This is an optimization exercise on Yosys and OpenROAD, whose aim is small area, a short achievable clock period and few clock cycles per item, not a production implementation. Function was checked by simulation only, so behaviour that the tests miss may differ from the original. Power and IR drop assume default switching activity.

==> inputs of v16 <==
Design dcache_top, start of the top module:
module dcache_top
(
    input logic clk,
    input logic rst_b,
    input logic req_valid,
    output logic req_ready,
    input logic req_we,
    input logic [2:0] req_funct3,
    input logic [32-1:0] req_addr,
    input logic [32-1:0] req_wdata,
    output logic resp_valid,
    input logic resp_ready,
    output logic [32-1:0] resp_rdata,
    output logic resp_hit,
    output logic mem_req_valid,
    input logic mem_req_ready,
    output logic mem_we,
    output logic [32-1:0] mem_addr,
    output logic [32-1:0] mem_wdata,
    input logic [32-1:0] mem_rdata,
    input logic mem_rvalid
);
    localparam int LINES = 1 << 6;
    localparam int IW = 6;
    localparam int TW = (32 - 6 - 2);
    localparam int OW = 2;
    localparam int AW = 32;
    localparam int WW = 32;
    localparam int RQ = 8;    
    localparam int RQW = 3;
    localparam int FQ = 4;    
    localparam int FQW = 2;
    logic [LINES-1:0] valid_q;
    logic [LINES-1:0] dirty_q;
    logic [TW-1:0] tag_q [LINES];
    logic [WW-1:0] data_q [LINES];
    logic sv_q, av_q, bv_q;
    logic s_we_q, a_we_q, b_we_q;
    logic [2:0] s_f3_q, a_f3_q, b_f3_q;
    logic [AW-1:0] s_addr_q, a_addr_q, b_addr_q;
    logic [WW-1:0] s_wdata_q, a_wdata_q, b_wdata_q;
    logic l_v_q, l_d_q;
    logic l_hit_q;                        
    logic [LINES-1:0] a_sel_q;            
    logic [TW-1:0] l_tag_q;
    logic [WW-1:0] l_data_q;
    logic acc;
    logic go;
    logic a_free, b_free, a2b;
    logic a_in_we;
    logic [2:0] a_in_f3;
    logic [AW-1:0] a_in_addr;
    logic [WW-1:0] a_in_wdata;
    assign req_ready = !sv_q;
    assign acc = req_valid && !sv_q;
    assign b_free = !bv_q || go;
    assign a2b = av_q && b_free;
    assign a_free = !av_q || b_free;
    assign a_in_we = sv_q ? s_we_q : req_we;
    assign a_in_f3 = sv_q ? s_f3_q : req_funct3;
    assign a_in_addr = sv_q ? s_addr_q : req_addr;
    assign a_in_wdata = sv_q ? s_wdata_q : req_wdata;
    always_ff @(posedge clk or negedge rst_b) begin
        if (!rst_b) begin
            sv_q <= 1'b0;
            av_q <= 1'b0;
            bv_q <= 1'b0;
        end else begin
  ...
make LEC_CHECK=0 CAP_MARGIN=20 CORE_MARGIN=2 CORE_UTILIZATION=60 CTS_CLUSTER_DIAMETER=60 CTS_CLUSTER_SIZE=22 SETUP_SLACK_MARGIN=3.8 SLEW_MARGIN=20 finish   # period 8.0 ns
run.sh (not shown) runs the stock make flow with config.mk's settings and CLKGATE_MAP_FILE= SYNTH_SCRIPT=/design/flow/synth_recipe.tcl, a recipe that flattens the netlist after the stock synthesis.
==> inputs of v15, as changes to v16 <==
--- a/flow/design.v
+++ b/flow/design.v
@@ -279,40 +279,36 @@
     logic [TW-1:0] ptag;
     logic [OW-1:0] off;
     logic hit;
     logic pend;
     logic pend_head, pend_rest;
-    logic ph_q, pr_q;
-    logic ph_n, pr_n;
-    logic nh_v, nfb_v;
-    logic [IW-1:0] nh_idx, nfb_idx, px_idx;
-    logic [FQW-1:0] nh_ptr;
     logic fwd;
     logic [WW-1:0] b_line;
     logic fill;
     logic fq_full, rq_full;
-    logic [FQW:0] fq_cnt_q, fq_cnt_n;
-    logic [RQW:0] rq_cnt_q, rq_cnt_n;
-    logic fq_full_q, rq_full_q;
-    logic rq_pop;
     logic port_free;
     logic st_go, miss_go;
     logic [WW-1:0] hit_merged;
     logic [WW-1:0] hit_load;
     assign idx = b_addr_q[OW +: IW];
     assign ptag = b_addr_q[AW-1 -: TW];
     assign off = b_addr_q[OW-1:0];
     assign hit = l_hit_q;
     always_comb begin
-        pend_head = ph_q;
-        pend_rest = pr_q;
+        pend_head = hd_v_q && (hd_idx_q == idx);
+        pend_rest = fbv_q && (fb_idx_q == idx);
+        for (int k = 0; k < FQ; k++) begin
+            if (fq_v_q[k] && (k[FQW-1:0] != fq_head_q) && (fq_idx_q[k] == idx)) begin
+                pend_rest = 1'b1;
+            end
+        end
     end
     assign fill = mem_rvalid && hd_v_q;
     assign fwd = pend_head && fill && !fbv_q;
     assign pend = pend_rest || (pend_head && !fwd);
-    assign fq_full = fq_full_q;
-    assign rq_full = rq_full_q;
+    assign fq_full = fq_v_q[fq_tail_q];
+    assign rq_full = rq_occ_q[rq_tail_q];
     assign port_free = !mv_q || (mem_req_ready && !prv_q);
     assign go = bv_q && !pend && !rq_full &&
                 (hit ? !(b_we_q && fbv_q && fill) : (!fq_full && port_free));
     assign st_go = go && hit && b_we_q;
     assign miss_go = go && !hit;
@@ -416,49 +412,10 @@
             end
         end else if (fw_en && (fw_idx == idx)) begin
             l_data_q <= fw_data;
         end
     end
-    always_comb begin
-        nh_v = fill ? (fq_v_q[fq_nxt] || miss_go) : (hd_v_q || miss_go);
-        nh_idx = (fill ? fq_v_q[fq_nxt] : hd_v_q) ? (fill ? fq_idx_q[fq_nxt] : hd_idx_q) : idx;
-        nh_ptr = fill ? fq_nxt : fq_head_q;
-        nfb_v = fb_load || (fbv_q && st_go);
-        nfb_idx = fb_load ? f_idx : fb_idx_q;
-        px_idx = a2b ? a_idx : idx;
-        ph_n = nh_v && (nh_idx == px_idx);
-        pr_n = nfb_v && (nfb_idx == px_idx);
-        for (int k = 0; k < FQ; k++) begin
-            if (k[FQW-1:0] != nh_ptr) begin
-                if (fq_v_q[k] && !(fill && (k[FQW-1:0] == fq_head_q)) && (fq_idx_q[k] == px_idx)) begin
-                    pr_n = 1'b1;
-                end
-                if (miss_go && (k[FQW-1:0] == fq_tail_q) && (idx == px_idx)) begin
-                    pr_n = 1'b1;
-                end
-            end
-        end
-    end
-    assign fq_cnt_n = fq_cnt_q + {{FQW{1'b0}}, miss_go} - {{FQW{1'b0}}, fill};
-    assign rq_cnt_n = rq_cnt_q + {{RQW{1'b0}}, go} - {{RQW{1'b0}}, rq_pop};
-    always_ff @(posedge clk or negedge rst_b) begin
-        if (!rst_b) begin
-            ph_q <= 1'b0;
-            pr_q <= 1'b0;
-            fq_cnt_q <= '0;
-            rq_cnt_q <= '0;
-            fq_full_q <= 1'b0;
-            rq_full_q <= 1'b0;
-        end else begin
-            ph_q <= ph_n;
-            pr_q <= pr_n;
-            fq_cnt_q <= fq_cnt_n;
-            rq_cnt_q <= rq_cnt_n;
-            fq_full_q <= (fq_cnt_n == FQ[FQW:0]);
-            rq_full_q <= (rq_cnt_n == RQ[RQW:0]);
-        end
-    end
     assign mem_req_valid = mv_q;
     assign mem_we = mwe_q;
     assign mem_addr = {maddr_q, {OW{1'b0}}};
     assign mem_wdata = mwdata_q;
     always_ff @(posedge clk) begin
@@ -543,10 +500,11 @@
     end
     logic ov_q;
     logic o_hit_q;
     logic [WW-1:0] o_data_q;
     logic o_free;
+    logic rq_pop;
     assign resp_valid = ov_q;
     assign resp_rdata = o_data_q;
     assign resp_hit = o_hit_q;
     assign o_free = !ov_q || resp_ready;
     assign rq_pop = o_free && rq_occ_q[rq_head_q] && rq_done_q[rq_head_q];
==> qor summary <==
item                                                                      v15                    v16
CP Depth                                                                   10                      9
R2r worst-path depth                                                       10                      7
Power of the combinational group                                      36.8 mW                34.4 mW
Met2 routed WL                                                         294 mm                 290 mm
Mapped cell area                                                178,000 sq um          179,000 sq um
Final Cell Area                                                 205,000 sq um          201,000 sq um
Footprint of the flip-flops and latches                         138,000 sq um          138,000 sq um
Start-to-end type of the worst setup path                register to register  input pin to register
Switching fraction of total power                                       41.8%                  40.4%
Fraction of power consumed by combinational cells                       40.4%                  38.7%
Vias per Instance                                                        7.77                   7.69
Async S/R FF share, synth                                               3.60%                  3.83%
Count of flip-flops and latches                                         4,615                  4,626
Maximum ir drop on the vdd rail                                      0.438 mV               0.445 mV
Layout Nets                                                            11,000                 10,800
Part of the total power dissipated in the clock network                 18.4%                  18.7%
Kind of launch point of the worst setup path                         register              input pin
Power drawn by the sequential cells                                   37.6 mW                37.9 mW
Total instance count after detailed placement                          14,100                 14,100
Net switching power                                                   38.0 mW                35.9 mW
Outcome                                              timing/DRC/antenna clean  timing/DRC/antenna clean
Post-Route Skew                                                     0.0645 ns              0.0552 ns
Unrepaired setup endpoints after global routing                            no                    yes
Multi-input gate share of the layout cell area                          20.1%                  20.2%
Die extent in y                                                        549 um                 550 um
Bufs and invs on worst path                                                 2                      3
Testbench counts of v16, summed over its fixed seeds: cycles 12,960, items 12,000.
Testbench counts of v15, summed over its fixed seeds: cycles 12,960, items 12,000.

port drivers added, routing unchanged:
In the flow no input, the clock included, has a driving cell. The finished layouts below were timed again as built, in two steps.
Step 1: set_driving_cell puts a clkbuf_16 on clk and a buf_2 on each other input, an assumption about the parent block.
Step 2, shift: input delay + t, output delay - t, t = (earliest + latest rising clock arrival at the registers) / 2. This alone moves slack from input paths to output paths.
Slacks: ideal ports / drivers / drivers and shift; pairs: ideal ports / drivers.
run	t, ns	setup slack, ns	clock arrival spread, ns
v16	1.062	3.441 / 3.454 / 2.392	0.056 / 0.056
v15	1.062	3.711 / 3.711 / 2.873	0.065 / 0.065
After both steps setup and hold are still met in every run listed. For v16, which loses most, drivers alone change the setup slack by +0.013 ns; drivers and shift together by -1.049 ns.
